This design comes from an exercise in tuning for small area on the open sky130 flow, not from production work.
RTL that was checked went through simulation tests only; none was proved equivalent to the original.
No functional check of the RTL was part of run 1.
Power figures rest on the tool's default switching activity, not on a simulated workload.

`design/flow/flow/faflip.py`:
```
#!/usr/bin/env python3
"""Remove inverters around full adders in a flat sky130hd netlist.

A full adder is self-dual: complementing its three inputs complements both
outputs. For each fa cell this picks whether to use it in true or in
complemented form so that as few signals as possible need an inverter, then
rewires the netlist: inverter cells are dissolved (every load is connected to
the base signal in the polarity it needs) and one inverter is added for each
signal that some load needs complemented. Only combinational wiring changes;
every register keeps its cell, name and function.

usage: faflip.py IN.v OUT.v
"""
import re, sys, random

src = open(sys.argv[1]).read()
cell_re = re.compile(r'^(\s*)(sky130_fd_sc_hd__\w+)\s+(\S+)\s*\((.*?)\);\s*$', re.S | re.M)
pin_re = re.compile(r'\.(\w+)\s*\(\s*(.*?)\s*\)\s*(?:,|$)', re.S)

OUTS = {'X', 'Y', 'Q', 'Q_N', 'SUM', 'COUT', 'HI', 'LO'}

cells = []
for m in cell_re.finditer(src):
    typ, name, body = m.group(2), m.group(3), m.group(4)
    pins = [(p, n.strip()) for p, n in pin_re.findall(body)]
    cells.append(dict(typ=typ, name=name, pins=pins, span=m.span(), indent=m.group(1)))

# port names (bit-level nets of ports are pinned)
ports = set()
for m in re.finditer(r'^\s*(input|output|inout)\s+(\[[^\]]*\]\s*)?([^;]+);', src, re.M):
    for n in m.group(3).split(','):
        ports.add(n.strip())
def is_port(net):
    base = net.split('[')[0].strip()
    return base in ports
has_assign = re.search(r'^\s*assign\s', src, re.M) is not None
assign_nets = set()
for m in re.finditer(r'^\s*assign\s+(.*?)=(.*?);', src, re.M | re.S):
    for part in (m.group(1), m.group(2)):
        for tok in re.findall(r'(\\\S+|[A-Za-z_][\w$]*(?:\s*\[\d+\])?)', part):
            assign_nets.add(tok.strip())

def is_inv(c):
    t = c['typ']
    return re.match(r'sky130_fd_sc_hd__(clk)?inv_\d+$', t) is not None

driver = {}
for i, c in enumerate(cells):
    for p, n in c['pins']:
        if p in OUTS:
            driver[n] = (i, p)

# inverters that may be dissolved: output not a port / assign net
dissolve = set()
for i, c in enumerate(cells):
    if is_inv(c):
        y = dict(c['pins'])['Y']
        if not is_port(y) and y not in assign_nets:
            dissolve.add(i)

def lit(net):
    """(base net, parity) following dissolvable inverters."""
    par = 0
    seen = 0
    while net in driver and driver[net][0] in dissolve and seen < 100:
        c = cells[driver[net][0]]
        net = dict(c['pins'])['A']
        par ^= 1
        seen += 1
    return net, par

fa_idx = [i for i, c in enumerate(cells) if re.match(r'sky130_fd_sc_hd__fa_\d+$', c['typ'])]
fa_pos = {i: k for k, i in enumerate(fa_idx)}
flip = [0] * len(fa_idx)

# consumers: list of (base, parity, fa_k or -1) for every input pin of kept cells
consumers = []   # (cell index, pin, base, parity)
for i, c in enumerate(cells):
    if i in dissolve:
        continue
    for p, n in c['pins']:
        if p in OUTS:
            continue
        b, q = lit(n)
        consumers.append((i, p, b, q))

# physical inversion of a base net: 1 if driven by a flipped fa
def phi(b):
    d = driver.get(b)
    if d is None:
        return 0
    k = fa_pos.get(d[0])
    return flip[k] if k is not None else 0

by_base = {}
for ci, (i, p, b, q) in enumerate(consumers):
    by_base.setdefault(b, []).append(ci)

def need(ci):
    i, p, b, q = consumers[ci]
    k = fa_pos.get(i)
    f = flip[k] if k is not None else 0
    return q ^ f ^ phi(b)

def base_cost(b):
    return 1 if any(need(ci) for ci in by_base.get(b, ())) else 0

# bases touched by an fa: its input bases and its output nets
touch = []
for k, i in enumerate(fa_idx):
    bs = set()
    for p, n in cells[i]['pins']:
        if p in OUTS:
            bs.add(n)
        else:
            bs.add(lit(n)[0])
    touch.append(bs)

def total():
    return sum(base_cost(b) for b in by_base)

start_cost = total()
improved = True
rounds = 0
while improved and rounds < 50:
    improved = False
    rounds += 1
    for k in range(len(fa_idx)):
        before = sum(base_cost(b) for b in touch[k])
        flip[k] ^= 1
        after = sum(base_cost(b) for b in touch[k])
        if after < before:
            improved = True
        else:
            flip[k] ^= 1
end_cost = total()
sys.stderr.write(f'faflip: {len(fa_idx)} fa cells, {sum(flip)} flipped, {len(dissolve)} inverters dissolved, '
                 f'{start_cost} -> {end_cost} inverters\n')

# rewrite
newinv = {}
def inv_of(b):
    if b not in newinv:
        k = len(newinv)
        newinv[b] = (f'faflip_inv_{k}', f'faflip_n_{k}')
    return newinv[b][1]

conn = {}   # (cell, pin) -> net
for ci, (i, p, b, q) in enumerate(consumers):
    conn[(i, p)] = inv_of(b) if need(ci) else b

def fmt(n):
    return n + ' ' if n.startswith('\\') else n

out = []
pos = 0
for i, c in enumerate(cells):
    s, e = c['span']
    out.append(src[pos:s])
    pos = e
    if i in dissolve:
        continue
    pins = []
    for p, n in c['pins']:
        nn = conn.get((i, p), n)
        pins.append(f'{c["indent"]}    .{p}({fmt(nn)})')
    out.append(f'{c["indent"]}{c["typ"]} {c["name"]} (\n' + ',\n'.join(pins) + f'\n{c["indent"]});')
rest = src[pos:]
k = rest.rfind('endmodule')
add = []
for b, (iname, net) in newinv.items():
    add.append(f'  wire {net};\n')
for b, (iname, net) in newinv.items():
    add.append(f'  sky130_fd_sc_hd__inv_1 {iname} (\n    .A({fmt(b)}),\n    .Y({net})\n  );\n')
out.append(rest[:k] + ''.join(add) + rest[k:])
open(sys.argv[2], 'w').write(''.join(out))
```
`design/flow/flow/run.sh`:
```
#!/bin/bash
# Own layout flow: the standard synthesis; then netlist passes that keep
# every register (cell, name and function) and change only the logic between
# them: faflip.py removes inverters around full adders (a full adder is
# self-dual), Yosys/ABC re-maps the remaining gates for area (full adders,
# half adders and registers are kept as they are), and faflip.py runs again;
# then the standard layout steps, with the port buffers given as buf_1.
# Each tool's output goes to a log file of its own in the work folder.
set -euo pipefail
cd "$(dirname "$0")/.."
R=orfs/results/${FLOW_PLATFORM}/additive_layer_pixel_blend_unit/base
LIB=${FLOW_HOME}/platforms/${FLOW_PLATFORM}/lib/sky130_fd_sc_hd__tt_025C_1v80.lib
YOSYS=${FLOW_HOME}/../tools/install/yosys/bin/yosys
EXTRA=()
if [[ -f flow/extra.mk ]]; then
  while IFS= read -r line; do [[ -n "$line" ]] && EXTRA+=("$line"); done < flow/extra.mk
fi
bash standard.sh "${EXTRA[@]}" synth > synth.log 2>&1
cp $R/1_2_yosys.v synth_netlist.v
python3 flow/faflip.py synth_netlist.v flip1.v > faflip1.log 2>&1
sed -e "s#@LIB@#$LIB#g" -e "s#@IN@#flip1.v#" -e "s#@OUT@#remap.v#" -e "s#@TOP@#${FLOW_TOP}#g" \
    -e "s#@SCRIPT@#flow/remap.abc#" -e "s#@DONTUSE@#$(cat flow/dontuse.txt)#" flow/remap.ys.in > remap.ys
$YOSYS -q -l remap.log remap.ys > remap.out 2>&1
python3 flow/faflip.py remap.v $R/1_2_yosys.v > faflip2.log 2>&1
rm -f $R/1_synth.odb $R/1_synth.sdc
bash standard.sh "${EXTRA[@]}" finish > layout.log 2>&1
```
`design/flow/design.v`:
```
`timescale 1ns / 1ps
package alpb_pkg;
  localparam int CHAN_W   = 8;
  localparam int CHAN_MAX = 255;
  localparam int PHYS_LAYERS = 4;
  localparam int CFG_INDEX_W = 3;
  localparam int CFG_DATA_W  = 24;
  localparam int COUNT_W     = 3;
  localparam logic [CFG_INDEX_W-1:0] REG_NUM_LAYERS   = 3'd0;
  localparam logic [CFG_INDEX_W-1:0] REG_LAYER0_COLOR = 3'd1;
  typedef struct packed {
    logic [CHAN_W-1:0] red;
    logic [CHAN_W-1:0] green;
    logic [CHAN_W-1:0] blue;
  } rgb_t;
  function automatic logic [CHAN_W-1:0] div255(input logic [2*CHAN_W-1:0] p);
    logic [2*CHAN_W:0] t;
    t = {1'b0, p} + {{(CHAN_W+1){1'b0}}, p[2*CHAN_W-1:CHAN_W]} + {{(2*CHAN_W){1'b0}}, 1'b1};
    div255 = t[2*CHAN_W-1:CHAN_W];
  endfunction
endpackage
`timescale 1ns / 1ps
module alpb_lane (
  input  logic [7:0] tint,
  input  logic       en,
  input  logic [7:0] l1,     
  input  logic [9:0] l3,     
  output logic [7:0] hi,
  output logic       cy
);
  logic [3:0] s1, s2, s3;
  for (genvar i = 0; i < 4; i++) begin : g_sel
    assign s1[i] = en &  tint[2*i] & ~tint[2*i+1];
    assign s2[i] = en & ~tint[2*i] &  tint[2*i+1];
    assign s3[i] = en &  tint[2*i] &  tint[2*i+1];
  end
  wire pp0 = (s1[0] & l1[0]) | (s3[0] & l3[0]);
  wire pp1 = (s1[0] & l1[1]) | (s2[0] & l1[0]) | (s3[0] & l3[1]);
  wire pp2 = (s1[0] & l1[2]) | (s2[0] & l1[1]) | (s3[0] & l3[2]);
  wire pp3 = (s1[0] & l1[3]) | (s2[0] & l1[2]) | (s3[0] & l3[3]);
  wire pp4 = (s1[0] & l1[4]) | (s2[0] & l1[3]) | (s3[0] & l3[4]);
  wire pp5 = (s1[0] & l1[5]) | (s2[0] & l1[4]) | (s3[0] & l3[5]);
  wire pp6 = (s1[0] & l1[6]) | (s2[0] & l1[5]) | (s3[0] & l3[6]);
  wire pp7 = (s1[0] & l1[7]) | (s2[0] & l1[6]) | (s3[0] & l3[7]);
  wire pp8 = (s2[0] & l1[7]) | (s3[0] & l3[8]);
  wire pp9 = (s3[0] & l3[9]);
  wire pp10 = (s1[1] & l1[0]) | (s3[1] & l3[0]);
  wire pp11 = (s1[1] & l1[1]) | (s2[1] & l1[0]) | (s3[1] & l3[1]);
  wire pp12 = (s1[1] & l1[2]) | (s2[1] & l1[1]) | (s3[1] & l3[2]);
  wire pp13 = (s1[1] & l1[3]) | (s2[1] & l1[2]) | (s3[1] & l3[3]);
  wire pp14 = (s1[1] & l1[4]) | (s2[1] & l1[3]) | (s3[1] & l3[4]);
  wire pp15 = (s1[1] & l1[5]) | (s2[1] & l1[4]) | (s3[1] & l3[5]);
  wire pp16 = (s1[1] & l1[6]) | (s2[1] & l1[5]) | (s3[1] & l3[6]);
  wire pp17 = (s1[1] & l1[7]) | (s2[1] & l1[6]) | (s3[1] & l3[7]);
  wire pp18 = (s2[1] & l1[7]) | (s3[1] & l3[8]);
  wire pp19 = (s3[1] & l3[9]);
  wire pp20 = (s1[2] & l1[0]) | (s3[2] & l3[0]);
  wire pp21 = (s1[2] & l1[1]) | (s2[2] & l1[0]) | (s3[2] & l3[1]);
  wire pp22 = (s1[2] & l1[2]) | (s2[2] & l1[1]) | (s3[2] & l3[2]);
  wire pp23 = (s1[2] & l1[3]) | (s2[2] & l1[2]) | (s3[2] & l3[3]);
  wire pp24 = (s1[2] & l1[4]) | (s2[2] & l1[3]) | (s3[2] & l3[4]);
  wire pp25 = (s1[2] & l1[5]) | (s2[2] & l1[4]) | (s3[2] & l3[5]);
  wire pp26 = (s1[2] & l1[6]) | (s2[2] & l1[5]) | (s3[2] & l3[6]);
  wire pp27 = (s1[2] & l1[7]) | (s2[2] & l1[6]) | (s3[2] & l3[7]);
  wire pp28 = (s2[2] & l1[7]) | (s3[2] & l3[8]);
  wire pp29 = (s3[2] & l3[9]);
  wire pp30 = (s1[3] & l1[0]) | (s3[3] & l3[0]);
  wire pp31 = (s1[3] & l1[1]) | (s2[3] & l1[0]) | (s3[3] & l3[1]);
  wire pp32 = (s1[3] & l1[2]) | (s2[3] & l1[1]) | (s3[3] & l3[2]);
  wire pp33 = (s1[3] & l1[3]) | (s2[3] & l1[2]) | (s3[3] & l3[3]);
  wire pp34 = (s1[3] & l1[4]) | (s2[3] & l1[3]) | (s3[3] & l3[4]);
  wire pp35 = (s1[3] & l1[5]) | (s2[3] & l1[4]) | (s3[3] & l3[5]);
  wire pp36 = (s1[3] & l1[6]) | (s2[3] & l1[5]) | (s3[3] & l3[6]);
  wire pp37 = (s1[3] & l1[7]) | (s2[3] & l1[6]) | (s3[3] & l3[7]);
  wire pp38 = (s2[3] & l1[7]) | (s3[3] & l3[8]);
  wire pp39 = (s3[3] & l3[9]);
  wire s40 = ~(~pp6 ^ pp14);
  wire c41 = ~(~pp6 | ~pp14);
  wire s42 = ~(~pp7 ^ pp15 ^ pp23);
  wire c43 = ~((~pp7 & ~pp15) | (~pp7 & ~pp23) | (~pp15 & ~pp23));
  wire s44 = ~(~pp8 ^ pp16 ^ pp24);
  wire c45 = ~((~pp8 & ~pp16) | (~pp8 & ~pp24) | (~pp16 & ~pp24));
  wire s46 = ~(~pp9 ^ pp17 ^ pp25);
  wire c47 = ~((~pp9 & ~pp17) | (~pp9 & ~pp25) | (~pp17 & ~pp25));
  wire s48 = ~(~pp18 ^ pp26);
  wire c49 = ~(~pp18 | ~pp26);
  wire s50 = ~(~pp19 ^ pp27);
  wire c51 = ~(~pp19 | ~pp27);
  wire s52 = ~(~pp4 ^ pp12);
  wire c53 = ~(~pp4 | ~pp12);
  wire s54 = ~(~pp5 ^ pp13 ^ pp21);
  wire c55 = ~((~pp5 & ~pp13) | (~pp5 & ~pp21) | (~pp13 & ~pp21));
  wire s56 = ~(~pp22 ^ pp30 ^ s40);
  wire c57 = ~((~pp22 & ~pp30) | (~pp22 & ~s40) | (~pp30 & ~s40));
  wire s58 = ~(~pp31 ^ c41 ^ s42);
  wire c59 = ~((~pp31 & ~c41) | (~pp31 & ~s42) | (~c41 & ~s42));
  wire s60 = ~(~pp32 ^ c43 ^ s44);
  wire c61 = ~((~pp32 & ~c43) | (~pp32 & ~s44) | (~c43 & ~s44));
  wire s62 = ~(~pp33 ^ c45 ^ s46);
  wire c63 = ~((~pp33 & ~c45) | (~pp33 & ~s46) | (~c45 & ~s46));
  wire s64 = ~(~pp34 ^ c47 ^ s48);
  wire c65 = ~((~pp34 & ~c47) | (~pp34 & ~s48) | (~c47 & ~s48));
  wire s66 = ~(~pp35 ^ c49 ^ s50);
  wire c67 = ~((~pp35 & ~c49) | (~pp35 & ~s50) | (~c49 & ~s50));
  wire s68 = ~(~pp28 ^ pp36 ^ c51);
  wire c69 = ~((~pp28 & ~pp36) | (~pp28 & ~c51) | (~pp36 & ~c51));
  wire s70 = ~(~pp29 ^ pp37);
  wire c71 = ~(~pp29 | ~pp37);
  wire s72 = ~(~pp2 ^ pp10);
  wire c73 = ~(~pp2 | ~pp10);
  wire s74 = ~(~pp3 ^ pp11);
  wire c75 = ~(~pp3 | ~pp11);
  wire s76 = ~(~pp20 ^ s52);
  wire c77 = ~(~pp20 | ~s52);
  wire s78 = ~(~c53 ^ s54);
  wire c79 = ~(~c53 | ~s54);
  wire s80 = ~(~c55 ^ s56);
  wire c81 = ~(~c55 | ~s56);
  wire s82 = ~(~c57 ^ s58);
  wire c83 = ~(~c57 | ~s58);
  wire s84 = ~(~c59 ^ s60);
  wire c85 = ~(~c59 | ~s60);
  wire s86 = ~(~c61 ^ s62);
  wire c87 = ~(~c61 | ~s62);
  wire s88 = ~(~c63 ^ s64);
  wire c89 = ~(~c63 | ~s64);
  wire s90 = ~(~c65 ^ s66);
  wire c91 = ~(~c65 | ~s66);
  wire s92 = ~(~c67 ^ s68);
  wire c93 = ~(~c67 | ~s68);
  wire s94 = ~(~c69 ^ s70);
  wire c95 = ~(~c69 | ~s70);
  wire s96 = ~(~pp38 ^ c71);
  wire c97 = ~(~pp38 | ~c71);
  wire p98 = pp1 & pp0;
  wire g99 = c75 | (s74 & c73);
  wire p100 = s74 & s72;
  wire g101 = c79 | (s78 & c77);
  wire p102 = s78 & s76;
  wire g103 = c83 | (s82 & c81);
  wire p104 = s82 & s80;
  wire g105 = c87 | (s86 & c85);
  wire p106 = s86 & s84;
  wire g107 = c91 | (s90 & c89);
  wire p108 = s90 & s88;
  wire g109 = c95 | (s94 & c93);
  wire p110 = s94 & s92;
  wire g111 = pp39 & c97;
  wire p112 = pp39 & s96;
  wire p113 = p100 & p98;
  wire g114 = g103 | (p104 & g101);
  wire p115 = p104 & p102;
  wire g116 = g107 | (p108 & g105);
  wire p117 = p108 & p106;
  wire g118 = g111 | (p112 & g109);
  wire p119 = p112 & p110;
  wire g120 = g114 | (p115 & g99);
  wire p121 = p115 & p113;
  wire g122 = g118 | (p119 & g116);
  wire p123 = p119 & p117;
  wire g124 = g122 | (p123 & g120);
  wire p125 = p123 & p121;
  wire g126 = g116 | (p117 & g120);
  wire p127 = p117 & p121;
  wire g128 = g101 | (p102 & g99);
  wire p129 = p102 & p113;
  wire g130 = g105 | (p106 & g120);
  wire p131 = p106 & p121;
  wire g132 = g109 | (p110 & g126);
  wire p133 = p110 & p127;
  wire p134 = s72 & p98;
  wire g135 = c77 | (s76 & g99);
  wire p136 = s76 & p113;
  wire g137 = c81 | (s80 & g128);
  wire p138 = s80 & p129;
  wire g139 = c85 | (s84 & g120);
  wire p140 = s84 & p121;
  wire g141 = c89 | (s88 & g130);
  wire p142 = s88 & p131;
  wire g143 = c93 | (s92 & g126);
  wire p144 = s92 & p127;
  wire g145 = c97 | (s96 & g132);
  wire p146 = s96 & p133;
  wire x147 = s74 ^ c73;
  wire x148 = s76 ^ g99;
  wire x149 = s78 ^ g135;
  wire x150 = s80 ^ g128;
  wire x151 = s82 ^ g137;
  wire x152 = s84 ^ g120;
  wire x153 = s86 ^ g139;
  wire x154 = s88 ^ g130;
  wire x155 = s90 ^ g141;
  wire x156 = s92 ^ g126;
  wire x157 = s94 ^ g143;
  wire x158 = s96 ^ g132;
  wire x159 = pp39 ^ g145;
  wire q160 = x152 & pp0;
  wire q161 = x152 | pp0;
  wire q162 = x153 & pp1;
  wire q163 = x153 | pp1;
  wire q164 = x154 & s72;
  wire q165 = x154 | s72;
  wire q166 = x155 & x147;
  wire q167 = x155 | x147;
  wire q168 = x156 & x148;
  wire q169 = x156 | x148;
  wire q170 = x157 & x149;
  wire q171 = x157 | x149;
  wire q172 = x158 & x150;
  wire q173 = x158 | x150;
  wire q174 = x159 & x151;
  wire q175 = x159 | x151;
  wire q176 = q160 | q161;
  wire g177 = q162 | (q163 & q176);
  wire p178 = q163 & q161;
  wire g179 = q166 | (q167 & q164);
  wire p180 = q167 & q165;
  wire g181 = q170 | (q171 & q168);
  wire p182 = q171 & q169;
  wire g183 = q174 | (q175 & q172);
  wire p184 = q175 & q173;
  wire g185 = g179 | (p180 & g177);
  wire p186 = p180 & p178;
  wire g187 = g183 | (p184 & g181);
  wire p188 = p184 & p182;
  wire g189 = g187 | (p188 & g185);
  wire p190 = p188 & p186;
  wire g191 = g181 | (p182 & g185);
  wire p192 = p182 & p186;
  wire g193 = q164 | (q165 & g177);
  wire p194 = q165 & p178;
  wire g195 = q168 | (q169 & g185);
  wire p196 = q169 & p186;
  wire g197 = q172 | (q173 & g191);
  wire p198 = q173 & p192;
  assign hi = {x159, x158, x157, x156, x155, x154, x153, x152};
  assign cy = g189;
endmodule
module alpb_triple (
  input  logic [7:0] l,
  output logic [9:0] l3
);
  wire s0 = ~(~l[0] ^ l[1]);
  wire c1 = ~(~l[0] | ~l[1]);
  wire s2 = ~(~l[1] ^ l[2]);
  wire c3 = ~(~l[1] | ~l[2]);
  wire s4 = ~(~l[2] ^ l[3]);
  wire c5 = ~(~l[2] | ~l[3]);
  wire s6 = ~(~l[3] ^ l[4]);
  wire c7 = ~(~l[3] | ~l[4]);
  wire s8 = ~(~l[4] ^ l[5]);
  wire c9 = ~(~l[4] | ~l[5]);
  wire s10 = ~(~l[5] ^ l[6]);
  wire c11 = ~(~l[5] | ~l[6]);
  wire s12 = ~(~l[6] ^ l[7]);
  wire c13 = ~(~l[6] | ~l[7]);
  wire p14 = s0 & l[0];
  wire g15 = c5 | (s4 & c3);
  wire p16 = s4 & s2;
  wire g17 = c9 | (s8 & c7);
  wire p18 = s8 & s6;
  wire g19 = c13 | (s12 & c11);
  wire p20 = s12 & s10;
  wire g21 = c3 | (s2 & c1);
  wire p22 = s2 & p14;
  wire g23 = g15 | (p16 & c1);
  wire p24 = p16 & p14;
  wire g25 = c11 | (s10 & g17);
  wire p26 = s10 & p18;
  wire g27 = g19 | (p20 & g17);
  wire p28 = p20 & p18;
  wire g29 = c7 | (s6 & g23);
  wire p30 = s6 & p24;
  wire g31 = g17 | (p18 & g23);
  wire p32 = p18 & p24;
  wire g33 = g25 | (p26 & g23);
  wire p34 = p26 & p24;
  wire g35 = g27 | (p28 & g23);
  wire p36 = p28 & p24;
  wire g37 = l[7] & g35;
  wire p38 = l[7] & p36;
  wire x39 = s2 ^ c1;
  wire x40 = s4 ^ g21;
  wire x41 = s6 ^ g23;
  wire x42 = s8 ^ g29;
  wire x43 = s10 ^ g31;
  wire x44 = s12 ^ g33;
  wire x45 = l[7] ^ g35;
  assign l3 = {g37, x45, x44, x43, x42, x41, x40, x39, s0, l[0]};
endmodule
`timescale 1ns / 1ps
module alpb_merge (
  input  logic [7:0]  bg,
  input  logic [31:0] hi,
  input  logic [3:0]  cy,
  output logic [7:0]  pix
);
  wire s0 = ~(~bg[0] ^ hi[0] ^ hi[8]);
  wire c1 = ~((~bg[0] & ~hi[0]) | (~bg[0] & ~hi[8]) | (~hi[0] & ~hi[8]));
  wire s2 = ~(~hi[16] ^ hi[24]);
  wire c3 = ~(~hi[16] | ~hi[24]);
  wire s4 = ~(~bg[1] ^ hi[1]);
  wire c5 = ~(~bg[1] | ~hi[1]);
  wire s6 = ~(~cy[0] ^ cy[1] ^ cy[2]);
  wire c7 = ~((~cy[0] & ~cy[1]) | (~cy[0] & ~cy[2]) | (~cy[1] & ~cy[2]));
  wire s8 = ~(~hi[9] ^ hi[17] ^ hi[25]);
  wire c9 = ~((~hi[9] & ~hi[17]) | (~hi[9] & ~hi[25]) | (~hi[17] & ~hi[25]));
  wire s10 = ~(~c1 ^ c3);
  wire c11 = ~(~c1 | ~c3);
  wire s12 = ~(~bg[2] ^ hi[2] ^ hi[10]);
  wire c13 = ~((~bg[2] & ~hi[2]) | (~bg[2] & ~hi[10]) | (~hi[2] & ~hi[10]));
  wire s14 = ~(~hi[18] ^ hi[26] ^ c5);
  wire c15 = ~((~hi[18] & ~hi[26]) | (~hi[18] & ~c5) | (~hi[26] & ~c5));
  wire s16 = ~(~bg[3] ^ hi[3] ^ hi[11]);
  wire c17 = ~((~bg[3] & ~hi[3]) | (~bg[3] & ~hi[11]) | (~hi[3] & ~hi[11]));
  wire s18 = ~(~hi[19] ^ hi[27]);
  wire c19 = ~(~hi[19] | ~hi[27]);
  wire s20 = ~(~bg[4] ^ hi[4] ^ hi[12]);
  wire c21 = ~((~bg[4] & ~hi[4]) | (~bg[4] & ~hi[12]) | (~hi[4] & ~hi[12]));
  wire s22 = ~(~hi[20] ^ hi[28]);
  wire c23 = ~(~hi[20] | ~hi[28]);
  wire s24 = ~(~bg[5] ^ hi[5] ^ hi[13]);
  wire c25 = ~((~bg[5] & ~hi[5]) | (~bg[5] & ~hi[13]) | (~hi[5] & ~hi[13]));
  wire s26 = ~(~hi[21] ^ hi[29]);
  wire c27 = ~(~hi[21] | ~hi[29]);
  wire s28 = ~(~bg[6] ^ hi[6] ^ hi[14]);
  wire c29 = ~((~bg[6] & ~hi[6]) | (~bg[6] & ~hi[14]) | (~hi[6] & ~hi[14]));
  wire s30 = ~(~hi[22] ^ hi[30]);
  wire c31 = ~(~hi[22] | ~hi[30]);
  wire s32 = ~(~bg[7] ^ hi[7] ^ hi[15]);
  wire c33 = ~((~bg[7] & ~hi[7]) | (~bg[7] & ~hi[15]) | (~hi[7] & ~hi[15]));
  wire s34 = ~(~hi[23] ^ hi[31]);
  wire c35 = ~(~hi[23] | ~hi[31]);
  wire s36 = ~(~cy[3] ^ s0);
  wire c37 = ~(~cy[3] | ~s0);
  wire s38 = ~(~s4 ^ c7 ^ s8);
  wire c39 = ~((~s4 & ~c7) | (~s4 & ~s8) | (~c7 & ~s8));
  wire s40 = ~(~c9 ^ c11 ^ s12);
  wire c41 = ~((~c9 & ~c11) | (~c9 & ~s12) | (~c11 & ~s12));
  wire s42 = ~(~c13 ^ c15 ^ s16);
  wire c43 = ~((~c13 & ~c15) | (~c13 & ~s16) | (~c15 & ~s16));
  wire s44 = ~(~c17 ^ c19 ^ s20);
  wire c45 = ~((~c17 & ~c19) | (~c17 & ~s20) | (~c19 & ~s20));
  wire s46 = ~(~c21 ^ c23 ^ s24);
  wire c47 = ~((~c21 & ~c23) | (~c21 & ~s24) | (~c23 & ~s24));
  wire s48 = ~(~c25 ^ c27 ^ s28);
  wire c49 = ~((~c25 & ~c27) | (~c25 & ~s28) | (~c27 & ~s28));
  wire s50 = ~(~c29 ^ c31 ^ s32);
  wire c51 = ~((~c29 & ~c31) | (~c29 & ~s32) | (~c31 & ~s32));
  wire s52 = ~(~s2 ^ s6);
  wire c53 = ~(~s2 | ~s6);
  wire s54 = ~(~s10 ^ c37 ^ s38);
  wire c55 = ~((~s10 & ~c37) | (~s10 & ~s38) | (~c37 & ~s38));
  wire s56 = ~(~s14 ^ c39 ^ s40);
  wire c57 = ~((~s14 & ~c39) | (~s14 & ~s40) | (~c39 & ~s40));
  wire s58 = ~(~s18 ^ c41 ^ s42);
  wire c59 = ~((~s18 & ~c41) | (~s18 & ~s42) | (~c41 & ~s42));
  wire s60 = ~(~s22 ^ c43 ^ s44);
  wire c61 = ~((~s22 & ~c43) | (~s22 & ~s44) | (~c43 & ~s44));
  wire s62 = ~(~s26 ^ c45 ^ s46);
  wire c63 = ~((~s26 & ~c45) | (~s26 & ~s46) | (~c45 & ~s46));
  wire s64 = ~(~s30 ^ c47 ^ s48);
  wire c65 = ~((~s30 & ~c47) | (~s30 & ~s48) | (~c47 & ~s48));
  wire s66 = ~(~s34 ^ c49 ^ s50);
  wire c67 = ~((~s34 & ~c49) | (~s34 & ~s50) | (~c49 & ~s50));
  wire s68 = ~(~s36 ^ s52);
  wire c69 = ~(~s36 | ~s52);
  wire s70 = ~(~c53 ^ s54 ^ c69);
  wire c71 = ~((~c53 & ~s54) | (~c53 & ~c69) | (~s54 & ~c69));
  wire s72 = ~(~c55 ^ s56 ^ c71);
  wire c73 = ~((~c55 & ~s56) | (~c55 & ~c71) | (~s56 & ~c71));
  wire s74 = ~(~c57 ^ s58 ^ c73);
  wire c75 = ~((~c57 & ~s58) | (~c57 & ~c73) | (~s58 & ~c73));
  wire s76 = ~(~c59 ^ s60 ^ c75);
  wire c77 = ~((~c59 & ~s60) | (~c59 & ~c75) | (~s60 & ~c75));
  wire s78 = ~(~c61 ^ s62 ^ c77);
  wire c79 = ~((~c61 & ~s62) | (~c61 & ~c77) | (~s62 & ~c77));
  wire s80 = ~(~c63 ^ s64 ^ c79);
  wire c81 = ~((~c63 & ~s64) | (~c63 & ~c79) | (~s64 & ~c79));
  wire s82 = ~(~c65 ^ s66 ^ c81);
  wire c83 = ~((~c65 & ~s66) | (~c65 & ~c81) | (~s66 & ~c81));
  wire [7:0] low = {s82, s80, s78, s76, s74, s72, s70, s68};
  wire over = c83 | c33 | c35 | c51 | c67;
  assign pix = over ? 8'hff : low;
endmodule
`timescale 1ns / 1ps
module additive_layer_pixel_blend_unit #(
  parameter int MAX_LAYERS = 4
) (
  input  logic                               clk,
  input  logic                               rst,
  input  logic                               start,
  output logic                               busy,
  input  logic [7:0]                         bg_red,
  input  logic [7:0]                         bg_green,
  input  logic [7:0]                         bg_blue,
  input  logic [7:0]                         layer0_level,
  input  logic [7:0]                         layer1_level,
  input  logic [7:0]                         layer2_level,
  input  logic [7:0]                         layer3_level,
  output logic                               done,
  output logic [7:0]                         out_red,
  output logic [7:0]                         out_green,
  output logic [7:0]                         out_blue,
  input  logic                               cfg_valid,
  output logic                               cfg_ready,
  input  logic [alpb_pkg::CFG_INDEX_W-1:0]   cfg_index,
  input  logic [alpb_pkg::CFG_DATA_W-1:0]    cfg_data
);
  logic [3:0]       en_n;      
  logic [3:0]       tint_ok;   
  logic [23:0]      tint [4];
  logic [3:0][7:0]  lvl;
  logic [23:0]      bg;
  logic             vld;
  logic [3:0][23:0] hi;
  logic [3:0][2:0]  cy;
  logic [3:0][23:0] hi_q;
  logic [3:0][2:0]  cy_q;
  logic [23:0]      bg_q;
  logic             vld_q;
  logic [23:0]      pix;
  assign busy      = 1'b0;
  assign cfg_ready = 1'b1;
  always_ff @(posedge clk) begin
    if (rst) begin
      en_n    <= '0;
      tint_ok <= '0;
    end else if (cfg_valid) begin
      if (cfg_index == 3'd0) begin
        en_n[0] <= cfg_data[2:0] > 3'd0;
        en_n[1] <= cfg_data[2:0] > 3'd1;
        en_n[2] <= cfg_data[2:0] > 3'd2;
        en_n[3] <= cfg_data[2:0] > 3'd3;
      end
      for (int k = 0; k < 4; k++)
        if (cfg_index == 3'(k + 1)) tint_ok[k] <= 1'b1;
    end
  end
  for (genvar k = 0; k < 4; k++) begin : g_tint
    always_ff @(posedge clk) begin
      if (cfg_valid && cfg_index == 3'(k + 1)) tint[k] <= cfg_data;
    end
  end
  logic [3:0][9:0] l3_q;
  logic [3:0][7:0] lvl_in;
  assign lvl_in = {layer3_level, layer2_level, layer1_level, layer0_level};
  for (genvar k = 0; k < 4; k++) begin : g_triple
    logic [7:0] l;
    logic [9:0] l3;
    assign l = lvl_in[k];
    alpb_triple u_triple (.l(l), .l3(l3));
    always_ff @(posedge clk) l3_q[k] <= l3;
  end
  always_ff @(posedge clk) begin
    lvl <= lvl_in;
    bg  <= {bg_red, bg_green, bg_blue};
  end
  always_ff @(posedge clk) begin
    if (rst) vld <= 1'b0;
    else     vld <= start;
  end
  for (genvar k = 0; k < 4; k++) begin : g_layer
    logic [9:0] l3;
    logic       en;
    assign l3 = l3_q[k];
    assign en = en_n[k] & tint_ok[k];
    for (genvar c = 0; c < 3; c++) begin : g_ch
      alpb_lane u_lane (
        .tint (tint[k][8*c +: 8]),
        .en   (en),
        .l1   (lvl[k]),
        .l3   (l3),
        .hi   (hi[k][8*c +: 8]),
        .cy   (cy[k][c])
      );
    end
  end
  always_ff @(posedge clk) begin
    hi_q <= hi;
    cy_q <= cy;
    bg_q <= bg;
  end
  always_ff @(posedge clk) begin
    if (rst) vld_q <= 1'b0;
    else     vld_q <= vld;
  end
  for (genvar c = 0; c < 3; c++) begin : g_merge
    alpb_merge u_merge (
      .bg  (bg_q[8*c +: 8]),
      .hi  ({hi_q[3][8*c +: 8], hi_q[2][8*c +: 8], hi_q[1][8*c +: 8], hi_q[0][8*c +: 8]}),
      .cy  ({cy_q[3][c], cy_q[2][c], cy_q[1][c], cy_q[0][c]}),
      .pix (pix[8*c +: 8])
    );
  end
  logic [23:0] pix_q;
  logic        done_q;
  always_ff @(posedge clk) begin
    pix_q <= pix;
  end
  always_ff @(posedge clk) begin
    if (rst) done_q <= 1'b0;
    else     done_q <= vld_q;
  end
  assign done      = done_q;
  assign out_red   = pix_q[23:16];
  assign out_green = pix_q[15:8];
  assign out_blue  = pix_q[7:0];
endmodule
```
`design/flow/flow/dontuse.txt`:
```
-dont_use sky130_fd_sc_hd__lpflow_bleeder_1 -dont_use sky130_fd_sc_hd__lpflow_clkbufkapwr_1 -dont_use sky130_fd_sc_hd__lpflow_clkbufkapwr_16 -dont_use sky130_fd_sc_hd__lpflow_clkbufkapwr_2 -dont_use sky130_fd_sc_hd__lpflow_clkbufkapwr_4 -dont_use sky130_fd_sc_hd__lpflow_clkbufkapwr_8 -dont_use sky130_fd_sc_hd__lpflow_clkinvkapwr_1 -dont_use sky130_fd_sc_hd__lpflow_clkinvkapwr_16 -dont_use sky130_fd_sc_hd__lpflow_clkinvkapwr_2 -dont_use sky130_fd_sc_hd__lpflow_clkinvkapwr_4 -dont_use sky130_fd_sc_hd__lpflow_clkinvkapwr_8 -dont_use sky130_fd_sc_hd__lpflow_decapkapwr_12 -dont_use sky130_fd_sc_hd__lpflow_decapkapwr_3 -dont_use sky130_fd_sc_hd__lpflow_decapkapwr_4 -dont_use sky130_fd_sc_hd__lpflow_decapkapwr_6 -dont_use sky130_fd_sc_hd__lpflow_decapkapwr_8 -dont_use sky130_fd_sc_hd__lpflow_inputiso0n_1 -dont_use sky130_fd_sc_hd__lpflow_inputiso0p_1 -dont_use sky130_fd_sc_hd__lpflow_inputiso1n_1 -dont_use sky130_fd_sc_hd__lpflow_inputiso1p_1 -dont_use sky130_fd_sc_hd__lpflow_inputisolatch_1 -dont_use sky130_fd_sc_hd__lpflow_isobufsrc_1 -dont_use sky130_fd_sc_hd__lpflow_isobufsrc_16 -dont_use sky130_fd_sc_hd__lpflow_isobufsrc_2 -dont_use sky130_fd_sc_hd__lpflow_isobufsrc_4 -dont_use sky130_fd_sc_hd__lpflow_isobufsrc_8 -dont_use sky130_fd_sc_hd__lpflow_isobufsrckapwr_16 -dont_use sky130_fd_sc_hd__lpflow_lsbuf_lh_hl_isowell_tap_1 -dont_use sky130_fd_sc_hd__lpflow_lsbuf_lh_hl_isowell_tap_2 -dont_use sky130_fd_sc_hd__lpflow_lsbuf_lh_hl_isowell_tap_4 -dont_use sky130_fd_sc_hd__lpflow_lsbuf_lh_isowell_4 -dont_use sky130_fd_sc_hd__lpflow_lsbuf_lh_isowell_tap_1 -dont_use sky130_fd_sc_hd__lpflow_lsbuf_lh_isowell_tap_2 -dont_use sky130_fd_sc_hd__lpflow_lsbuf_lh_isowell_tap_4 -dont_use sky130_fd_sc_hd__probe_p_8 -dont_use sky130_fd_sc_hd__probec_p_8 
```
`design/flow/flow/extra.mk`:
```
BUFFER_PORTS_ARGS=-buffer_cell sky130_fd_sc_hd__buf_1
```
`design/flow/constraint.sdc`:
```
create_clock -name core_clock -period 5.5 [get_ports {clk}]
set_input_delay 1.1000 -clock core_clock [delete_from_list [all_inputs] [get_ports {clk}]]
set_output_delay 1.1000 -clock core_clock [all_outputs]
set_load 0.01 [all_outputs]
```
`design/flow/flow/remap.abc`:
```
&get -n
&st
&dch
&nf -R 1000
&put
topo
stime -c
```
`design/flow/flow/remap.ys.in`:
```
read_liberty -lib @LIB@
read_liberty -ignore_miss_func @LIB@
read_verilog @IN@
hierarchy -top @TOP@
setattr -mod -set keep_hierarchy 1 sky130_fd_sc_hd__fa_* sky130_fd_sc_hd__ha_* sky130_fd_sc_hd__df* sky130_fd_sc_hd__edf* sky130_fd_sc_hd__sdf* sky130_fd_sc_hd__dl* sky130_fd_sc_hd__conb_1
flatten
opt_clean
select @TOP@
abc -liberty @LIB@ @DONTUSE@ -script @SCRIPT@
opt_clean -purge
select -clear
blackbox sky130_fd_sc_hd__fa_* sky130_fd_sc_hd__ha_* sky130_fd_sc_hd__df* sky130_fd_sc_hd__edf* sky130_fd_sc_hd__sdf* sky130_fd_sc_hd__dl* sky130_fd_sc_hd__conb_1
tee -o remap_stat.txt stat -liberty @LIB@ @TOP@
write_verilog -noattr -noexpr -nohex -nodec -selected @OUT@
```
`design/flow/config.mk`:
```
export PLATFORM = sky130hd
export DESIGN_NAME = additive_layer_pixel_blend_unit
export DESIGN_NICKNAME = additive_layer_pixel_blend_unit
export VERILOG_FILES = /design/flow/design.v
export SDC_FILE = /design/flow/constraint.sdc
export NUM_CORES = 4
export LEC_CHECK = 0
export ABC_AREA = 1
export CAP_MARGIN = 20
export CORE_MARGIN = 2
export CORE_UTILIZATION = 40
export GPL_TIMING_DRIVEN = 0
export SLEW_MARGIN = 20
```
`design/flow/standard.sh`:
```
#!/bin/bash
# synth_recipe.tcl (not shown) runs the flow's synth.tcl, then flattens the netlist and writes it again
# the make line also repeats each setting of config.mk as NAME=value (left out here)
make -C /OpenROAD-flow-scripts/flow DESIGN_CONFIG=/design/flow/config.mk WORK_HOME=/design/flow/orfs CLKGATE_MAP_FILE= SYNTH_SCRIPT=/design/flow/synth_recipe.tcl "${@:-finish}"
```
==> flow_metrics.py, run 1 <==
metrics = {
    "global_route": {
        "grt_pass1_wl_um": 135000,
        "grt_usage_pct": 23.6,
        "grt_pass1_vias": 23400,
        "antenna_found_initial": 17,
        "grt_max_degree": 49,
        "overflow": 0,
    },
    "sta": {
        "period_needed_ps": 5290,
        "worst_pin_slew_ps": 1170,
        "setup_viol": 0,
        "drv_slew": 0,
        "fin_ws_ps": 208,
        "final_hold_viol_count": 0,
        "relSlewSlack_pct": 22.0,
        "finalCritPeriodShare_pct": 96.2,
        "max_freq_ghz": 0.189,
        "rsz0062_at_grt": "true",
        "clock_skew_ps": 23.0,
    },
    "detailed_routing": {
        "vias": 23600,
        "drc_errors": 0,
        "vias_per_cell": 5.98,
        "drt-initial-drc-count": 2850,
        "postRouteAntennaNets": 0,
        "dr.pass1.iters": 10,
        "wl_per_cell_um": 22.2,
        "wirelength_um": 87400,
    },
    "worst_setup_path": {
        "crit_path_cell_trace": "and2_2, buf_12, and3_2, a222oi_1, inv_1, fa_1, fa_1, ha_1, a21oi_1, nand2_1, and3_1, a31oi_2, nor2_1, a211oi_1, fa_1, inv_2, a2bb2oi_1, o211ai_1, o22ai_2",
        "end_kind": "register",
        "cp_common_cell": "fa_1",
        "critPathLaunchType": "register",
        "worstPathArrival_ps": 5780,
        "path_class": "reg2reg",
        "crit_path_top_delay_cell": "fa_1",
        "worst_path_largest_cell_delay_ps": 580,
        "crit_fanout": 48,
        "crit_required_ps": 5990,
    },
    "finish": {
        "num_antenna_cells": 0,
        "syn2layout_area_growth_pct": 12.3,
        "num-fill-cells": 6618,
        "final_nets": 3636,
        "final_cell_mix": "499 x nand2_1, 320 x fa_1, 263 x inv_1, 259 x dfxtp_1, 257 x ha_1",
        "post_route_cells_drive_above_1_share_pct": 4.52,
        "layout_commonest_cell": "nand2_1",
        "final_core_util_pct": 45.3,
    },
    "die": {
        "initial_core_util_pct": 40.3,
        "die_width_um": 270,
        "coreArea_um2": 70000,
        "row_count": 97,
        "design.portCount": 114,
        "die-area_um2": 72700,
        "die_height_um": 270,
    },
    "synthesis": {
        "netlist_area_um2": 28200,
        "synthCells": 2807,
        "syn-mean-instance-area_um2": 10.1,
        "synth_warnings": 3,
        "syn_nets": 3471,
    },
    "clocking": {
        "path_clk_slew_ps": 60,
        "cts-buffers-inserted": 42,
        "h-tree-depth": 2,
        "cts-hold-fix-buffers": 0,
        "cts-root-buf": "clkbuf_16",
        "clk_latency_ps": 600,
        "clk_path_buf_depth": 3,
        "clkSinkCount": 355,
        "tritoncts": "done",
    },
    "placed_design": {
        "io_buffer_count": 111,
        "dpl_worst_slack_ps": -301,
        "hpwl_um": 63400,
        "place_congestion": 0.898,
    },
    "status": {
        "outcome": "timing/DRC/antenna clean",
    },
    "power_and_ir_drop": {
        "p_leak_nw": 15.9,
        "powerDensity_nw_per_um2": 203,
        "irDropWorstVdd_v": 0.000214,
    },
    "job": {
        "drv_cap": 0,
    },
    "min_path": {
        "hold_class": "reg2reg",
    },
}
## final timing paths
| path | start | endpoint | slack [ps] | cells after the start |
|---|---|---|---|---|
| worst min register to register | bg[12] | bg_q[12] | 330 | 0 |
| worst max register to register | tint_ok[3] | cy_q[9] | 210 | 19 |
| worst min-delay path | bg[12] | bg_q[12] | 330 | 0 |
| worst max-delay path | tint_ok[3] | cy_q[9] | 210 | 19 |
## through the flow
stage	power (mW)	instances	TNS, ps	instance area [µm²]	hold WS [ps]
2_1_floorplan	3.20	2807	0	28200	310
3_3_place_gp	3.52	3858	-38520	29800	311
3_5_place_dp	3.54	3867	-546	30000	312
4_1_cts	6.48	3945	0	31500	326
5_1_grt	6.64	3946	-109	31700	333
6_report	6.44	3946	0	31700	326
## state kept, by name, summed over array words and instances (netlist names)
signal	count
bg_q	24
l3_q	36
pix_q	24
cy_q	12
hi_q	96
bg	24
lvl	32
done_q	1
tint_ok	4
vld_q	1
en_n	4
tint	96
vld	1
## metal layers
layer	wire length (µm)	track usage, %	up-vias
li1	-	-	10500
met1	35500	32.2	11600
met2	40300	38.0	1348
met3	8850	3.92	211
met4	2740	8.03	6
met5	41	0	-
## layout make-up
type / count / area [µm²] / area share, %
multi-input cells: 2187 / 19400 / 61.2
clock inverters: 24 / 293 / 0.923
repair buffers: 120 / 574 / 1.81
inverters: 266 / 998 / 3.15
flip-flops and latches: 355 / 8070 / 25.4
well taps: 940 / 1180 / 3.71
clock buffers: 54 / 1180 / 3.72
## worst max-delay path, delay by kind of cell, from the launching register on
family                   cells  cell delay [ps]
adder cells (fa/ha/maj)      4             1880
flip-flops                   1              300
buffers and inverters        3              440
AO/OA/AOI/OAI                7             1650
AND/OR/NAND/NOR              5              880
## report_power, final
part	internal (mW)	switching (mW)	leakage (nW)
logic	0.119	0.181	12.2
clock network	1.70	1.23	0.715
registers	2.81	0.402	3.01
total	4.63	1.82	15.9
## timing repair
item	4_1_cts	5_1_grt
pin swaps	0	2
cloned	0	1
buffers inserted	0	0
gates resized for setup	7	48
endpoints found under the setup margin	3	9
==> run 2, diff against run 1 <==
--- a/design/flow/design.v
+++ b/design/flow/design.v
@@ -108,12 +108,12 @@
   wire c71 = ~(~pp29 | ~pp37);
   wire s72 = ~(~pp2 ^ pp10);
   wire c73 = ~(~pp2 | ~pp10);
-  wire s74 = ~(~pp3 ^ pp11);
-  wire c75 = ~(~pp3 | ~pp11);
-  wire s76 = ~(~pp20 ^ s52);
-  wire c77 = ~(~pp20 | ~s52);
-  wire s78 = ~(~c53 ^ s54);
-  wire c79 = ~(~c53 | ~s54);
+  wire s74 = ~(~pp3 ^ pp11 ^ c73);
+  wire c75 = ~((~pp3 & ~pp11) | (~pp3 & ~c73) | (~pp11 & ~c73));
+  wire s76 = ~(~pp20 ^ s52 ^ c75);
+  wire c77 = ~((~pp20 & ~s52) | (~pp20 & ~c75) | (~s52 & ~c75));
+  wire s78 = ~(~c53 ^ s54 ^ c77);
+  wire c79 = ~((~c53 & ~s54) | (~c53 & ~c77) | (~s54 & ~c77));
   wire s80 = ~(~c55 ^ s56);
   wire c81 = ~(~c55 | ~s56);
   wire s82 = ~(~c57 ^ s58);
@@ -132,109 +132,77 @@
   wire c95 = ~(~c69 | ~s70);
   wire s96 = ~(~pp38 ^ c71);
   wire c97 = ~(~pp38 | ~c71);
-  wire p98 = pp1 & pp0;
-  wire g99 = c75 | (s74 & c73);
-  wire p100 = s74 & s72;
-  wire g101 = c79 | (s78 & c77);
-  wire p102 = s78 & s76;
-  wire g103 = c83 | (s82 & c81);
-  wire p104 = s82 & s80;
-  wire g105 = c87 | (s86 & c85);
-  wire p106 = s86 & s84;
-  wire g107 = c91 | (s90 & c89);
-  wire p108 = s90 & s88;
-  wire g109 = c95 | (s94 & c93);
-  wire p110 = s94 & s92;
-  wire g111 = pp39 & c97;
-  wire p112 = pp39 & s96;
-  wire p113 = p100 & p98;
-  wire g114 = g103 | (p104 & g101);
-  wire p115 = p104 & p102;
-  wire g116 = g107 | (p108 & g105);
-  wire p117 = p108 & p106;
-  wire g118 = g111 | (p112 & g109);
-  wire p119 = p112 & p110;
-  wire g120 = g114 | (p115 & g99);
-  wire p121 = p115 & p113;
-  wire g122 = g118 | (p119 & g116);
-  wire p123 = p119 & p117;
-  wire g124 = g122 | (p123 & g120);
-  wire p125 = p123 & p121;
-  wire g126 = g116 | (p117 & g120);
-  wire p127 = p117 & p121;
-  wire g128 = g101 | (p102 & g99);
-  wire p129 = p102 & p113;
-  wire g130 = g105 | (p106 & g120);
-  wire p131 = p106 & p121;
-  wire g132 = g109 | (p110 & g126);
-  wire p133 = p110 & p127;
-  wire p134 = s72 & p98;
-  wire g135 = c77 | (s76 & g99);
-  wire p136 = s76 & p113;
-  wire g137 = c81 | (s80 & g128);
-  wire p138 = s80 & p129;
-  wire g139 = c85 | (s84 & g120);
-  wire p140 = s84 & p121;
-  wire g141 = c89 | (s88 & g130);
-  wire p142 = s88 & p131;
-  wire g143 = c93 | (s92 & g126);
-  wire p144 = s92 & p127;
-  wire g145 = c97 | (s96 & g132);
-  wire p146 = s96 & p133;
-  wire x147 = s74 ^ c73;
-  wire x148 = s76 ^ g99;
-  wire x149 = s78 ^ g135;
-  wire x150 = s80 ^ g128;
-  wire x151 = s82 ^ g137;
-  wire x152 = s84 ^ g120;
-  wire x153 = s86 ^ g139;
-  wire x154 = s88 ^ g130;
-  wire x155 = s90 ^ g141;
-  wire x156 = s92 ^ g126;
-  wire x157 = s94 ^ g143;
-  wire x158 = s96 ^ g132;
-  wire x159 = pp39 ^ g145;
-  wire q160 = x152 & pp0;
-  wire q161 = x152 | pp0;
-  wire q162 = x153 & pp1;
-  wire q163 = x153 | pp1;
-  wire q164 = x154 & s72;
-  wire q165 = x154 | s72;
-  wire q166 = x155 & x147;
-  wire q167 = x155 | x147;
-  wire q168 = x156 & x148;
-  wire q169 = x156 | x148;
-  wire q170 = x157 & x149;
-  wire q171 = x157 | x149;
-  wire q172 = x158 & x150;
-  wire q173 = x158 | x150;
-  wire q174 = x159 & x151;
-  wire q175 = x159 | x151;
-  wire q176 = q160 | q161;
-  wire g177 = q162 | (q163 & q176);
-  wire p178 = q163 & q161;
-  wire g179 = q166 | (q167 & q164);
-  wire p180 = q167 & q165;
-  wire g181 = q170 | (q171 & q168);
-  wire p182 = q171 & q169;
-  wire g183 = q174 | (q175 & q172);
-  wire p184 = q175 & q173;
-  wire g185 = g179 | (p180 & g177);
-  wire p186 = p180 & p178;
-  wire g187 = g183 | (p184 & g181);
-  wire p188 = p184 & p182;
-  wire g189 = g187 | (p188 & g185);
-  wire p190 = p188 & p186;
-  wire g191 = g181 | (p182 & g185);
-  wire p192 = p182 & p186;
-  wire g193 = q164 | (q165 & g177);
-  wire p194 = q165 & p178;
-  wire g195 = q168 | (q169 & g185);
-  wire p196 = q169 & p186;
-  wire g197 = q172 | (q173 & g191);
-  wire p198 = q173 & p192;
-  assign hi = {x159, x158, x157, x156, x155, x154, x153, x152};
-  assign cy = g189;
+  wire g98 = c81 | (s80 & c79);
+  wire g99 = c85 | (s84 & c83);
+  wire p100 = s84 & s82;
+  wire g101 = c89 | (s88 & c87);
+  wire p102 = s88 & s86;
+  wire g103 = c93 | (s92 & c91);
+  wire p104 = s92 & s90;
+  wire g105 = c97 | (s96 & c95);
+  wire p106 = s96 & s94;
+  wire g107 = g99 | (p100 & g98);
+  wire g108 = g103 | (p104 & g101);
+  wire p109 = p104 & p102;
+  wire g110 = g108 | (p109 & g107);
+  wire g111 = g101 | (p102 & g107);
+  wire g112 = g105 | (p106 & g110);
+  wire g113 = c83 | (s82 & g98);
+  wire g114 = c87 | (s86 & g107);
+  wire g115 = c91 | (s90 & g111);
+  wire g116 = c95 | (s94 & g110);
+  wire g117 = pp39 & g112;
+  wire x118 = s80 ^ c79;
+  wire x119 = s82 ^ g98;
+  wire x120 = s84 ^ g113;
+  wire x121 = s86 ^ g107;
+  wire x122 = s88 ^ g114;
+  wire x123 = s90 ^ g111;
+  wire x124 = s92 ^ g115;
+  wire x125 = s94 ^ g110;
+  wire x126 = s96 ^ g116;
+  wire x127 = pp39 ^ g112;
+  wire q128 = x120 & pp0;
+  wire q129 = x120 | pp0;
+  wire q130 = x121 & pp1;
+  wire q131 = x121 | pp1;
+  wire q132 = x122 & s72;
+  wire q133 = x122 | s72;
+  wire q134 = x123 & s74;
+  wire q135 = x123 | s74;
+  wire q136 = x124 & s76;
+  wire q137 = x124 | s76;
+  wire q138 = x125 & s78;
+  wire q139 = x125 | s78;
+  wire q140 = x126 & x118;
+  wire q141 = x126 | x118;
+  wire q142 = x127 & x119;
+  wire q143 = x127 | x119;
+  wire q144 = q128 | q129;
+  wire g145 = q130 | (q131 & q144);
+  wire p146 = q131 & q129;
+  wire g147 = q134 | (q135 & q132);
+  wire p148 = q135 & q133;
+  wire g149 = q138 | (q139 & q136);
+  wire p150 = q139 & q137;
+  wire g151 = q142 | (q143 & q140);
+  wire p152 = q143 & q141;
+  wire g153 = g147 | (p148 & g145);
+  wire p154 = p148 & p146;
+  wire g155 = g151 | (p152 & g149);
+  wire p156 = p152 & p150;
+  wire g157 = g155 | (p156 & g153);
+  wire p158 = p156 & p154;
+  wire g159 = g149 | (p150 & g153);
+  wire p160 = p150 & p154;
+  wire g161 = q132 | (q133 & g145);
+  wire p162 = q133 & p146;
+  wire g163 = q136 | (q137 & g153);
+  wire p164 = q137 & p154;
+  wire g165 = q140 | (q141 & g159);
+  wire p166 = q141 & p160;
+  assign hi = {x127, x126, x125, x124, x123, x122, x121, x120};
+  assign cy = g157;
 endmodule
 module alpb_triple (
   input  logic [7:0] l,
@@ -242,51 +210,21 @@
 );
   wire s0 = ~(~l[0] ^ l[1]);
   wire c1 = ~(~l[0] | ~l[1]);
-  wire s2 = ~(~l[1] ^ l[2]);
-  wire c3 = ~(~l[1] | ~l[2]);
-  wire s4 = ~(~l[2] ^ l[3]);
-  wire c5 = ~(~l[2] | ~l[3]);
-  wire s6 = ~(~l[3] ^ l[4]);
-  wire c7 = ~(~l[3] | ~l[4]);
-  wire s8 = ~(~l[4] ^ l[5]);
-  wire c9 = ~(~l[4] | ~l[5]);
-  wire s10 = ~(~l[5] ^ l[6]);
-  wire c11 = ~(~l[5] | ~l[6]);
-  wire s12 = ~(~l[6] ^ l[7]);
-  wire c13 = ~(~l[6] | ~l[7]);
-  wire p14 = s0 & l[0];
-  wire g15 = c5 | (s4 & c3);
-  wire p16 = s4 & s2;
-  wire g17 = c9 | (s8 & c7);
-  wire p18 = s8 & s6;
-  wire g19 = c13 | (s12 & c11);
-  wire p20 = s12 & s10;
-  wire g21 = c3 | (s2 & c1);
-  wire p22 = s2 & p14;
-  wire g23 = g15 | (p16 & c1);
-  wire p24 = p16 & p14;
-  wire g25 = c11 | (s10 & g17);
-  wire p26 = s10 & p18;
-  wire g27 = g19 | (p20 & g17);
-  wire p28 = p20 & p18;
-  wire g29 = c7 | (s6 & g23);
-  wire p30 = s6 & p24;
-  wire g31 = g17 | (p18 & g23);
-  wire p32 = p18 & p24;
-  wire g33 = g25 | (p26 & g23);
-  wire p34 = p26 & p24;
-  wire g35 = g27 | (p28 & g23);
-  wire p36 = p28 & p24;
-  wire g37 = l[7] & g35;
-  wire p38 = l[7] & p36;
-  wire x39 = s2 ^ c1;
-  wire x40 = s4 ^ g21;
-  wire x41 = s6 ^ g23;
-  wire x42 = s8 ^ g29;
-  wire x43 = s10 ^ g31;
-  wire x44 = s12 ^ g33;
-  wire x45 = l[7] ^ g35;
-  assign l3 = {g37, x45, x44, x43, x42, x41, x40, x39, s0, l[0]};
+  wire s2 = ~(~l[1] ^ l[2] ^ c1);
+  wire c3 = ~((~l[1] & ~l[2]) | (~l[1] & ~c1) | (~l[2] & ~c1));
+  wire s4 = ~(~l[2] ^ l[3] ^ c3);
+  wire c5 = ~((~l[2] & ~l[3]) | (~l[2] & ~c3) | (~l[3] & ~c3));
+  wire s6 = ~(~l[3] ^ l[4] ^ c5);
+  wire c7 = ~((~l[3] & ~l[4]) | (~l[3] & ~c5) | (~l[4] & ~c5));
+  wire s8 = ~(~l[4] ^ l[5] ^ c7);
+  wire c9 = ~((~l[4] & ~l[5]) | (~l[4] & ~c7) | (~l[5] & ~c7));
+  wire s10 = ~(~l[5] ^ l[6] ^ c9);
+  wire c11 = ~((~l[5] & ~l[6]) | (~l[5] & ~c9) | (~l[6] & ~c9));
+  wire s12 = ~(~l[6] ^ l[7] ^ c11);
+  wire c13 = ~((~l[6] & ~l[7]) | (~l[6] & ~c11) | (~l[7] & ~c11));
+  wire s14 = ~(~l[7] ^ c13);
+  wire c15 = ~(~l[7] | ~c13);
+  assign l3 = {c15, s14, s12, s10, s8, s6, s4, s2, s0, l[0]};
 endmodule
 `timescale 1ns / 1ps
 module alpb_merge (
==> design/flow/flow/extra.mk (replaced) <==
BUFFER_PORTS_ARGS=-buffer_cell sky130_fd_sc_hd__buf_1
CTS_ARGS=-sink_clustering_enable -repair_clock_nets -dont_use_dummy_load -sink_clustering_size 25 -sink_clustering_max_diameter 80
==> design/flow/flow/remap.abc (replaced) <==
strash
dch
amap
topo
stime -c
==> flow_metrics.py, run 2 <==
metrics = {
    "detailed_routing": {
        "dr.pass1.iters": 9,
        "wl_per_cell_um": 25.9,
        "drt-initial-drc-count": 2636,
        "postRouteAntennaNets": 0,
        "drc_errors": 0,
        "vias": 23000,
        "wirelength_um": 97400,
        "vias_per_cell": 6.13,
    },
    "clocking": {
        "clkSinkCount": 355,
        "tritoncts": "done",
        "cts-hold-fix-buffers": 0,
        "cts-buffers-inserted": 29,
        "clk_path_buf_depth": 3,
        "cts-root-buf": "clkbuf_16",
        "clk_latency_ps": 610,
        "path_clk_slew_ps": 90,
        "h-tree-depth": 1,
    },
    "placed_design": {
        "dpl_cell_area_um2": 28800,
        "dpl_worst_slack_ps": -1350,
        "hpwl_um": 74800,
        "dp_cells": 3659,
        "place_congestion": 0.986,
        "io_buffer_count": 111,
    },
    "finish": {
        "post_route_cells_drive_above_1_share_pct": 8.20,
        "stdcell_area_um2": 30700,
        "num-fill-cells": 6343,
        "final_cell_mix": "331 x fa_1, 324 x nor2_1, 250 x inv_1, 241 x o21ai_0, 240 x dfxtp_1",
        "syn2layout_area_growth_pct": 12.6,
        "regArea_um2": 8110,
        "layout_commonest_cell": "fa_1",
        "stdcell_count": 3757,
        "final_nets": 3523,
        "final_core_util_pct": 45.6,
        "top_regs": "hi_q x96, tint x96, l3_q x36",
        "multi_input_area_um2": 18800,
    },
    "sta": {
        "relSlewSlack_pct": 39.5,
        "setup_viol": 0,
        "drv_slew": 0,
        "clock_skew_ps": 57.8,
        "fin_ws_ps": 180,
        "worst_pin_slew_ps": 901,
        "max_freq_ghz": 0.188,
        "timing.setup.tns_ps": 0,
        "final_hold_viol_count": 0,
        "finalCritPeriodShare_pct": 96.7,
        "whs_ps": 300,
        "period_needed_ps": 5320,
    },
    "worst_setup_path": {
        "startpoint": "tint[1][16]",
        "reg2reg_from": "tint[1][16]",
        "crit_path_top_delay_cell": "o21ai_1",
        "cp_num_buf_inv": 0,
        "critPathLaunchType": "register",
        "reg2reg_setup_slack_ps": 180,
        "cp_common_cell": "fa_1",
        "crit_required_ps": 5970,
        "worstPathArrival_ps": 5790,
        "worst_path_largest_cell_delay_ps": 610,
        "cp_top_family": "adder cells",
        "r2r-end": "cy_q[5]",
        "crit_path_cell_trace": "nand3_2, nor2_1, a22oi_1, o21ai_0, ha_1, fa_1, fa_1, fa_1, fa_1, fa_1, o21ai_1, o21bai_1, o221a_1, o41ai_1, a21oi_1, a221oi_1, o21bai_2, a31oi_4",
        "end_kind": "register",
        "rr_worst_depth": 18,
        "crit_fanout": 6,
        "path_class": "reg2reg",
    },
    "synthesis": {
        "syn_nets": 3316,
        "synthCells": 2672,
        "synth_warnings": 3,
        "syn-mean-instance-area_um2": 10.2,
        "netlist_area_um2": 27200,
    },
    "global_route": {
        "grt_usage_pct": 27.4,
        "met3_usage_pct": 4.23,
        "grt_use_met2_pct": 43.1,
        "grt_pass1_vias": 23000,
        "use_met1_pct": 37.4,
        "grt_max_degree": 26,
        "antenna_found_initial": 10,
        "overflow": 0,
        "busiest_layer": "met2",
        "grt_pass1_wl_um": 144000,
    },
    "status": {
        "outcome": "timing/DRC/antenna clean",
    },
    "die": {
        "die-area_um2": 70200,
        "row_count": 95,
        "initial_core_util_pct": 40.5,
        "coreArea_um2": 67300,
        "design.portCount": 114,
        "die_width_um": 265,
        "die_height_um": 265,
    },
    "power_and_ir_drop": {
        "finalPower_mw": 5.40,
        "p_leak_nw": 13.3,
        "powerDensity_nw_per_um2": 176,
        "irDropWorstVdd_v": 0.000278,
    },
    "min_path": {
        "whs_endpoint": "bg_q[9]",
        "holdPathStages": 0,
        "hold_start": "bg[9]",
        "hold_class": "reg2reg",
    },
    "job": {
        "drv_cap": 0,
    },
}
-- run 2: how the worst max path moves through the flow --
stage,end,depth (start not counted)
floorplan,cy_q[7],20
global placement,cy_q[8],17
detailed placement,cy_q[8],17
CTS,cy_q[8],19
global route,cy_q[3],20
finish,cy_q[5],18
-- run 2: report_power, final --
group | internal, mW | switching (mW) | leakage (nW) | total [mW]
clock | 0.918 | 0.916 | 0.357 | 1.83
combinational | 0.137 | 0.405 | 9.93 | 0.542
sequential | 2.80 | 0.223 | 3.02 | 3.03
total | 3.86 | 1.54 | 13.3 | 5.40
-- run 2: routing by layer --
layer / part of all wire (%) / routed length [µm] / vias up
li1: - / - / 10200
met1: 42 / 40600 / 11400
met2: 45 / 43400 / 1226
met3: 8.8 / 8570 / 226
met4: 4.9 / 4810 / 0
met5: 0 / 0 / -
-- run 2: layout make-up --
class | count | share of cell area [%]
clock buffers | 29 | 2.37
inverters | 267 | 3.45
flip-flops and latches | 355 | 26.4
repair buffers | 173 | 3.02
multi-input cells | 2053 | 61.1
diodes | 7 | 0.0571
well taps | 873 | 3.56
-- run 2: what timing repair did --
item / in CTS / in global routing
setup endpoints to repair: 22 / 12
gates cloned: 0 / 3
buffers inserted: 12 / 47
pin swaps: 3 / 15
gates resized for setup: 60 / 123
endpoints found under the hold margin: 0 / 0

-- re-timing with driven ports --
No port has a modelled driver above. Below, the same layouts with a new extraction and two added sets of constraints.
Step 1 (the two cells are an assumption about what drives the block):
set clk [get_ports {clk}]
set_driving_cell -lib_cell sky130_fd_sc_hd__clkbuf_16 $clk
set_driving_cell -lib_cell sky130_fd_sc_hd__buf_2 [delete_from_list [all_inputs] $clk]
Step 2 moves the port delays by t, midway between the first and last clock arrival at a register: inputs arrive t later, outputs are due t later. That takes back most of the time a late clock gives input paths.
a / b / c = no drivers / after step 1 / after step 2; a / b = the first two.
run	t, ns	slack for setup (ns)	cell pins on the clock port's net
run 1	0.655	0.208 / 0.208 / 0.208	1
run 2	0.651	0.180 / 0.180 / 0.180	1
After both steps every run listed still meets setup and hold.
